Context: an optimization exercise on an open-source flow, tuned for small area, a short achievable clock period and few clock cycles. The choices shown serve that exercise and are no tape-out recipe. Where RTL was checked, it was by simulation tests only, not by an equivalence proof against the original.

Setup of main:
==> module mfh_cordic_step, before the edit <==
module mfh_cordic_step #(
	parameter int YW  = 34,
	parameter int SH0 = 1
) (
	input  logic [2:0]                    j,
	input  logic [mfh_pkg::XW-1:0]        x,
	input  logic signed [YW-1:0]          y,
	input  logic signed [mfh_pkg::SW-1:0] s,
	output logic [mfh_pkg::XW-1:0]        x_n,
	output logic signed [YW-1:0]          y_n,
	output logic signed [mfh_pkg::SW-1:0] s_n
);
	localparam int XW = mfh_pkg::XW;
	localparam int SW = mfh_pkg::SW;
	logic                 neg;
	logic signed [YW-1:0] yi, ysh0, ysh;
	logic signed [XW:0]   xi, xsh0, xsh;
	logic [SW-1:0]        t;
	logic signed [XW-1:0] ysh_x;
	assign neg  = y[YW-1];
	assign yi   = y ^ {YW{neg}};
	assign xi   = {1'b0, x} ^ {(XW+1){!neg}};
	assign ysh0 = yi >>> SH0;
	assign xsh0 = xi >>> SH0;
	assign ysh  = ysh0 >>> j;
	assign xsh  = xsh0 >>> j;
	assign t    = (SH0 == 1) ? mfh_pkg::atan_a(j) : mfh_pkg::atan_b(j);
	assign ysh_x = ysh;
	mfh_add #(.W(XW)) u_add_x (.a(x), .b(ysh_x), .cin(neg), .sum(x_n));
	mfh_add #(.W(YW)) u_add_y (.a(y), .b(xsh[YW-1:0]), .cin(!neg), .sum(y_n));
	mfh_add #(.W(SW)) u_add_s (.a(s), .b(t ^ {SW{neg}}), .cin(neg), .sum(s_n));
endmodule
==> module mfh_add, before the edit <==
module mfh_add #(
	parameter int W = 34
) (
	input  logic [W-1:0] a,
	input  logic [W-1:0] b,
	input  logic         cin,
	output logic [W-1:0] sum
);
	localparam int L = $clog2(W);
	logic [W-1:0] p, g0;
	logic [W-1:0] gs [0:L+1];
	logic [W-1:0] ps [0:L+1];
	always_comb begin
		p  = a ^ b;
		g0 = a & b;
		g0[0] = (a[0] & b[0]) | (p[0] & cin);
		gs[0] = g0;
		ps[0] = p;
		for (int i = 1; i < W; i += 2) begin
			gs[0][i] = g0[i] | (p[i] & g0[i-1]);
			ps[0][i] = p[i] & p[i-1];
		end
		for (int l = 1; l <= L; l++) begin
			gs[l] = gs[l-1];
			ps[l] = ps[l-1];
			for (int i = 1; i < W; i += 2) begin
				if (i - (1 << l) >= 0) begin
					gs[l][i] = gs[l-1][i] | (ps[l-1][i] & gs[l-1][i - (1 << l)]);
					ps[l][i] = ps[l-1][i] & ps[l-1][i - (1 << l)];
				end
			end
		end
		gs[L+1] = gs[L];
		ps[L+1] = ps[L];
		for (int i = 2; i < W; i += 2) begin
			gs[L+1][i] = g0[i] | (p[i] & gs[L][i-1]);
		end
		sum[0] = p[0] ^ cin;
		for (int i = 1; i < W; i++) begin
			sum[i] = p[i] ^ gs[L+1][i-1];
		end
	end
endmodule
Settings: LEC_CHECK=0, ABC_AREA=1, CAP_MARGIN=20, CORE_MARGIN=2, CORE_UTILIZATION=45, SETUP_SLACK_MARGIN=3.5, SLEW_MARGIN=20; clock period 7.5 ns.
run.sh (not shown) runs the stock make flow with config.mk's settings and CLKGATE_MAP_FILE= SYNTH_SCRIPT=/design/flow/synth_recipe.tcl, a recipe that flattens the netlist after the stock synthesis.
For the feature branch, these inputs were changed with respect to main:
==> flow/design.v, changed modules only <==
module mfh_cordic_step #(
	parameter int YW  = 34,
	parameter int SH0 = 1
) (
	input  logic [2:0]                    j,
	input  logic [mfh_pkg::XW-1:0]        x,
	input  logic signed [YW-1:0]          y,
	input  logic signed [mfh_pkg::SW-1:0] s,
	output logic [mfh_pkg::XW-1:0]        x_n,
	output logic signed [YW-1:0]          y_n,
	output logic signed [mfh_pkg::SW-1:0] s_n
);
	localparam int XW = mfh_pkg::XW;
	localparam int SW = mfh_pkg::SW;
	logic                 neg;
	logic signed [YW-1:0] yi, ysh0, ysh;
	logic signed [XW:0]   xi, xsh0, xsh;
	logic [SW-1:0]        t, ts;
	logic signed [XW-1:0] ysh_x;
	logic [XW:0]          x_sum;
	logic [YW:0]          y_sum;
	logic [SW:0]          s_sum;
	assign neg  = y[YW-1];
	assign yi   = y ^ {YW{neg}};
	assign xi   = {1'b0, x} ^ {(XW+1){!neg}};
	assign ysh0 = yi >>> SH0;
	assign xsh0 = xi >>> SH0;
	assign ysh  = ysh0 >>> j;
	assign xsh  = xsh0 >>> j;
	assign t    = (SH0 == 1) ? mfh_pkg::atan_a(j) : mfh_pkg::atan_b(j);
	assign ysh_x = ysh;
	assign x_sum = {x, 1'b1} + {ysh_x, neg};
	assign y_sum = {y, 1'b1} + {xsh[YW-1:0], !neg};
	assign ts    = neg ? -t : t;     
	assign s_sum = {s, 1'b0} + {ts, 1'b0};
	assign x_n = x_sum[XW:1];
	assign y_n = y_sum[YW:1];
	assign s_n = s_sum[SW:1];
endmodule
// module mfh_add removed
Looking at relative area change from synthesis to final layout across main and the feature branch, the one that comes out lower is the feature branch.
Between main and the feature branch, finished layout cell area increased.
Changes observed in the feature branch relative to main: synthesized area shows an increase of 3.9%, final hold slack shows no meaningful change.
No functional check of the RTL was part of any run of this note.

========
magnetometer_frame_heading, a different RTL version from the one above (not shown whole).
Size in the first run: about 390 flip-flops, ~0.035 mm² of cells after synthesis.
export LEC_CHECK = 0
export ABC_AREA = 1
export CAP_MARGIN = 20
export CORE_MARGIN = 2
export CORE_UTILIZATION = 45
export SETUP_SLACK_MARGIN = 3.5
export SLEW_MARGIN = 20
create_clock -name core_clock -period 7.5 [get_ports {clk}]
Testbench counts at the start, summed over its fixed seeds: cycles 7,288.
Then changed:
--- a/flow/design.v
+++ b/flow/design.v
@@ -58,30 +58,28 @@
 	output logic signed [YW-1:0]          y_n,
 	output logic signed [mfh_pkg::SW-1:0] s_n
 );
 	localparam int XW = mfh_pkg::XW;
 	localparam int SW = mfh_pkg::SW;
 	logic                 neg;
-	logic signed [YW-1:0] yi, ysh0, ysh;
-	logic signed [XW:0]   xi, xsh0, xsh;
+	logic signed [YW-1:0] ysh0, ysh;
+	logic [XW-1:0]        xsh0, xsh;
 	logic [SW-1:0]        t;
 	logic signed [XW-1:0] ysh_x;
 	logic [XW:0]          x_sum;
 	logic [YW:0]          y_sum;
 	logic [SW:0]          s_sum;
 	assign neg  = y[YW-1];
-	assign yi   = y ^ {YW{neg}};
-	assign xi   = {1'b0, x} ^ {(XW+1){!neg}};
-	assign ysh0 = yi >>> SH0;
-	assign xsh0 = xi >>> SH0;
+	assign ysh0 = y >>> SH0;
+	assign xsh0 = x >> SH0;
 	assign ysh  = ysh0 >>> j;
-	assign xsh  = xsh0 >>> j;
+	assign xsh  = xsh0 >> j;
 	assign t    = (SH0 == 1) ? mfh_pkg::atan_a(j) : mfh_pkg::atan_b(j);
 	assign ysh_x = ysh;
-	assign x_sum = {x, 1'b1} + {ysh_x, neg};
-	assign y_sum = {y, 1'b1} + {xsh[YW-1:0], !neg};
+	assign x_sum = {x, 1'b1} + {ysh_x ^ {XW{neg}}, neg};
+	assign y_sum = {y, 1'b1} + {xsh[YW-1:0] ^ {YW{!neg}}, !neg};
 	assign s_sum = {s, 1'b1} + {t ^ {SW{neg}}, neg};
 	assign x_n = x_sum[XW:1];
 	assign y_n = y_sum[YW:1];
 	assign s_n = s_sum[SW:1];
 endmodule
 module magnetometer_frame_heading (
@@ -109,13 +107,13 @@
 	localparam int XW  = mfh_pkg::XW;
 	localparam int YAW = mfh_pkg::YAW;
 	localparam int YBW = mfh_pkg::YBW;
 	localparam int SW  = mfh_pkg::SW;
 	localparam int VW  = mfh_pkg::VAL_W;
 	localparam int DW  = mfh_pkg::DEG_W;
-	logic [15:0]          limit_q;    
+	logic [15:0]          timeout_q;
 	logic                 link_q;
 	logic                 in_stall_q;
 	logic [4:0]           pos_q;
 	logic                 win_x_q, win_z_q, win_y_q, first_q;
 	logic                 start_q;
 	logic [15:0]          silence_q;
@@ -149,13 +147,13 @@
 	assign in_acc    = in_valid && !in_stall_q;
 	assign acc_byte  = in_acc && !command;
 	assign acc_tick  = in_acc && command;
 	assign close     = (pos_q == 5'd27);
 	assign close_now = acc_byte && close;
 	assign tick_inc  = silence_q + 16'd1;
-	assign limit     = limit_q;
+	assign limit     = (timeout_q == 16'd0) ? 16'd1 : timeout_q;
 	assign tick_fire = armed_q && (tick_inc >= limit);
 	assign drop      = acc_tick && tick_fire;
 	assign fire_res  = drop && link_q;
 	logic                 win_x, win_z, win_y, win, first;
 	logic                 blank, digit, sgn;
 	logic [1:0]           ph_cur, ph_nxt;
@@ -357,13 +355,13 @@
 		maybe_fire = ({1'b0, silence_q} + 17'd2) >= {1'b0, limit};
 		stall_d = ((o_fill_d || o_valid_d) && ((pos_d == 5'd27) || maybe_fire))
 			|| (jc_d && (((ld_d != mfh_pkg::RUN_YZ) && (pos_d == 5'd4)) || (pos_d == 5'd12)));
 	end
 	always_ff @(posedge clk or negedge arst_n) begin
 		if (!arst_n) begin
-			limit_q    <= mfh_pkg::TIMEOUT_RESET;
+			timeout_q  <= mfh_pkg::TIMEOUT_RESET;
 			link_q     <= 1'b1;
 			in_stall_q <= 1'b0;
 			pos_q      <= '0;
 			win_x_q    <= 1'b0;
 			win_z_q    <= 1'b0;
 			win_y_q    <= 1'b0;
@@ -382,13 +380,13 @@
 			adone_q    <= 1'b0;
 		end else begin
 			if (cfg_we) begin
 				if (cfg_index[0]) begin
 					link_q <= cfg_data[0];
 				end else begin
-					limit_q <= (cfg_data == 16'd0) ? 16'd1 : cfg_data;
+					timeout_q <= cfg_data;
 				end
 			end
 			in_stall_q <= stall_d;
 			pos_q      <= pos_d;
 			win_x_q    <= (pos_d >= 5'd4)  && (pos_d <= 5'd8);
 			win_z_q    <= (pos_d >= 5'd12) && (pos_d <= 5'd16);
Worst hold slack stays flat.
Count of clock-buffer cells in the layout went down by 19.
Via count rises by a few percent.
Final area falls slightly.
Testbench counts after the change, summed over its fixed seeds: cycles 7,288.

========
magnetometer_frame_heading, a different RTL version from the one above (not shown whole).
Size in the first run: about 390 flip-flops, ~35000 µm² of cells after synthesis.
==> flow/config.mk <==
export PLATFORM = sky130hd
export DESIGN_NAME = magnetometer_frame_heading
export DESIGN_NICKNAME = magnetometer_frame_heading
export VERILOG_FILES = /design/flow/design.v
export SDC_FILE = /design/flow/constraint.sdc
export NUM_CORES = 4
export LEC_CHECK = 0
export CAP_MARGIN = 20
export CORE_MARGIN = 2
export CORE_UTILIZATION = 40
export SETUP_SLACK_MARGIN = 3.0
export SLEW_MARGIN = 20
==> flow/constraint.sdc <==
create_clock -name core_clock -period 7.5 [get_ports {clk}]
set_input_delay 1.5000 -clock core_clock [delete_from_list [all_inputs] [get_ports {clk}]]
set_output_delay 1.5000 -clock core_clock [all_outputs]
set_load 0.01 [all_outputs]
Then changed:
--- a/flow/design.v
+++ b/flow/design.v
@@ -456,20 +456,20 @@
 			b_y_q    <= a_y_n[YBW-1:0];
 			b_s_q    <= a_s_n;
 		end else begin
 			if (close_now) begin
 				b_spec_q <= 1'b0;
 			end
 			if (b_v_q && b_j_q != 3'd7) begin
 				b_j_q <= b_j_q + 3'd1;
-				b_x_q <= b_x_n;
-				b_y_q <= b_y_n;
 				b_s_q <= b_s_n;
 			end
+			b_x_q <= b_x_n;
+			b_y_q <= b_y_n;
 		end
 		if (close_now) begin
 			o_send_q <= link_q;
 			o_done_q <= 1'b1;
 			o_ok_q   <= start_q;
 			o_head_q <= '0;
 			o_xz_q   <= '0;
 			o_yz_q   <= '0;
After rerunning:
- global-route usage shrinks by 0.37 points
- worst hold slack hardly moves
- register-to-register slack improves by 0.03 ns
- clock skew shrinks by 0.013 ns
- cell count is about the same
- critical path depth grows by 1
- wire length shrinks by 0.97%
- synthesized area shrinks by about 0.8%
- core utilization barely changes
- via count stays flat
No functional check of the RTL was part of any run of this note.

========
magnetometer_frame_heading, a different RTL version from the one above (not shown whole).
For scale: about 5,100 cells after synthesis, roughly 390 flip-flops.
// magnetometer_frame_heading
module magnetometer_frame_heading (
	input  logic                                 clk,
	input  logic                                 arst_n,
	input  logic                                 in_valid,
	output logic                                 in_stall,
	input  logic                                 command,
	input  logic [7:0]                           rx_byte,
	output logic                                 out_valid,
	input  logic                                 out_stall,
	output logic                                 send_request,
	output logic                                 frame_done,
	output logic                                 frame_ok,
	output logic [mfh_pkg::DEG_W-1:0]            heading_deg,
	output logic [mfh_pkg::DEG_W-1:0]            tilt_xz_deg,
	output logic [mfh_pkg::DEG_W-1:0]            tilt_yz_deg,
	output logic signed [mfh_pkg::VAL_W-1:0]     field_x,
	output logic signed [mfh_pkg::VAL_W-1:0]     field_y,
	output logic signed [mfh_pkg::VAL_W-1:0]     field_z,
	input  logic                                 cfg_we,
	input  logic [0:0]                           cfg_index,
	input  logic [mfh_pkg::CFG_W-1:0]            cfg_data
);
==> flow/config.mk <==
export PLATFORM = sky130hd
export DESIGN_NAME = magnetometer_frame_heading
export DESIGN_NICKNAME = magnetometer_frame_heading
export VERILOG_FILES = /design/flow/design.v
export SDC_FILE = /design/flow/constraint.sdc
export NUM_CORES = 4
export LEC_CHECK = 0
export ABC_AREA = 1
export CAP_MARGIN = 20
export CORE_MARGIN = 2
export CORE_UTILIZATION = 45
export SETUP_SLACK_MARGIN = 3.5
export SLEW_MARGIN = 20
==> flow/constraint.sdc <==
create_clock -name core_clock -period 7.5 [get_ports {clk}]
set_input_delay 1.5000 -clock core_clock [delete_from_list [all_inputs] [get_ports {clk}]]
set_output_delay 1.5000 -clock core_clock [all_outputs]
set_load 0.01 [all_outputs]
Then changed:
--- a/flow/design.v
+++ b/flow/design.v
@@ -56,32 +56,34 @@
 	input  logic signed [mfh_pkg::SW-1:0] s,
 	output logic [mfh_pkg::XW-1:0]        x_n,
 	output logic signed [YW-1:0]          y_n,
 	output logic signed [mfh_pkg::SW-1:0] s_n
 );
 	localparam int XW = mfh_pkg::XW;
 	localparam int SW = mfh_pkg::SW;
 	logic                 neg;
-	logic signed [YW-1:0] ysh0, ysh;
-	logic [XW-1:0]        xsh0, xsh;
+	logic signed [YW-1:0] yi, ysh0, ysh;
+	logic signed [XW:0]   xi, xsh0, xsh;
 	logic [SW-1:0]        t;
 	logic signed [XW-1:0] ysh_x;
 	logic [XW:0]          x_sum;
 	logic [YW:0]          y_sum;
 	logic [SW:0]          s_sum;
 	assign neg  = y[YW-1];
-	assign ysh0 = y >>> SH0;
-	assign xsh0 = x >> SH0;
+	assign yi   = y ^ {YW{neg}};
+	assign xi   = {1'b0, x} ^ {(XW+1){!neg}};
+	assign ysh0 = yi >>> SH0;
+	assign xsh0 = xi >>> SH0;
 	assign ysh  = ysh0 >>> j;
-	assign xsh  = xsh0 >> j;
+	assign xsh  = xsh0 >>> j;
 	assign t    = (SH0 == 1) ? mfh_pkg::atan_a(j) : mfh_pkg::atan_b(j);
 	assign ysh_x = ysh;
-	assign x_sum = {x, 1'b1} + {ysh_x ^ {XW{neg}}, neg};
-	assign y_sum = {y, 1'b1} + {xsh[YW-1:0] ^ {YW{!neg}}, !neg};
+	assign x_sum = {x, 1'b1} + {ysh_x, neg};
+	assign y_sum = {y, 1'b1} + {xsh[YW-1:0], !neg};
 	assign s_sum = {s, 1'b1} + {t ^ {SW{neg}}, neg};
 	assign x_n = x_sum[XW:1];
 	assign y_n = y_sum[YW:1];
 	assign s_n = s_sum[SW:1];
 endmodule
 module magnetometer_frame_heading (
 	input  logic                                 clk,
 	input  logic                                 arst_n,
@@ -348,19 +350,56 @@
 			o_valid_d = !start_q || all_done;
 		end else if (fire_res) begin
 			o_valid_d = 1'b1;
 		end else if (b_wb && b_t_q == mfh_pkg::RUN_YZ && !b_spec_q) begin
 			o_fill_d  = 1'b0;
 			o_valid_d = 1'b1;
 		end
 		maybe_fire = ({1'b0, silence_q} + 17'd2) >= {1'b0, limit};
-		stall_d = ((o_fill_d || o_valid_d) && ((pos_d == 5'd27) || maybe_fire))
-			|| (jc_d && (((ld_d != mfh_pkg::RUN_YZ) && (pos_d == 5'd4)) || (pos_d == 5'd12)));
 	end
+	function automatic logic stall_after(input logic take_byte, input logic take_tick);
+		logic [4:0] p;
+		logic [1:0] ld_n;
+		logic       cl, dr, jc_n, busy;
+		cl = take_byte && close;
+		dr = take_tick && tick_fire;
+		p  = pos_q;
+		if (take_byte) begin
+			p = close ? 5'd0 : pos_q + 5'd1;
+		end else if (dr) begin
+			p = 5'd0;
+		end
+		ld_n = ld_inc;
+		jc_n = jc_q;
+		if (cl) begin
+			if (ld_inc == 2'd3) begin
+				ld_n = 2'd0;
+				jc_n = 1'b0;
+			end else begin
+				jc_n = start_q;
+			end
+		end else if (jc_q) begin
+			if (ld_inc == 2'd3) begin
+				ld_n = 2'd0;
+				jc_n = 1'b0;
+			end
+		end else if (dr || flush) begin
+			ld_n = 2'd0;
+		end
+		busy = o_fill_q || o_valid_q || cl || (dr && link_q)
+			|| (b_wb && b_t_q == mfh_pkg::RUN_YZ && !b_spec_q);
+		stall_after = (busy && ((p == 5'd27) || maybe_fire))
+			|| (jc_n && (((ld_n != mfh_pkg::RUN_YZ) && (p == 5'd4)) || (p == 5'd12)));
+	endfunction
+	logic stall_none, stall_byte, stall_tick;
+	assign stall_none = stall_after(1'b0, 1'b0);
+	assign stall_byte = stall_after(1'b1, 1'b0);
+	assign stall_tick = stall_after(1'b0, 1'b1);
+	assign stall_d    = !in_acc ? stall_none : (command ? stall_tick : stall_byte);
 	always_ff @(posedge clk or negedge arst_n) begin
 		if (!arst_n) begin
 			limit_q    <= mfh_pkg::TIMEOUT_RESET;
 			link_q     <= 1'b1;
 			in_stall_q <= 1'b0;
 			pos_q      <= '0;
 			win_x_q    <= 1'b0;
 			win_z_q    <= 1'b0;
Area after synthesis drops slightly.
Sequential cell count does not change.
Worst setup slack improved by 0.10 ns.
Clock skew climbs by 0.0080 ns.
Fmax climbs by a few percent.
Synthesized cell count drops by a few percent.
Hold slack hardly moves.
Final cell count drops by a few percent.
Global-route usage drops by 0.15 points.
Core utilization climbs by 0.97 points.
Wire length drops slightly.
No run of this note included a check of the RTL's function; only the layout flow was run.

afterwards: timing with drivers on the ports:
The flow's constraints put no driver on any port. The routed layouts listed below were extracted and timed again, unchanged, in two steps. Step 1 assumes that a clkbuf_16 drives the clock port and a buf_2 every other input. Step 2, shift: input delay + t, output delay - t, t = (earliest + latest rising clock arrival at the registers) / 2. This alone moves slack from input paths to output paths. Three values: ideal ports, drivers, drivers and shift; two values: the first two.
run | shift t [ns] | slack for setup (ns) | clock arrival spread, ns
main | 0.680 | 3.115 / 3.115 / 3.012 | 0.018 / 0.018
the feature branch | 0.674 | 3.175 / 3.175 / 3.038 | 0.022 / 0.022
the first run of note 2 | 0.661 | 3.623 / 3.623 / 3.060 | 0.031 / 0.031
the second run of note 2 | 0.671 | 3.499 / 3.499 / 3.067 | 0.034 / 0.034
the first run of note 3 | 0.684 | 3.063 / 3.063 / 2.632 | 0.029 / 0.029
the second run of note 3 | 0.677 | 3.093 / 3.093 / 2.583 | 0.018 / 0.019
the first run of note 4 | 0.671 | 3.473 / 3.473 / 3.024 | 0.023 / 0.023
the second run of note 4 | 0.667 | 3.577 / 3.577 / 3.050 | 0.031 / 0.031
After both steps every run listed still meets setup and hold. For the first run of note 2, which loses most, drivers alone change the setup slack by 0.000 ns; drivers and shift together by -0.563 ns.
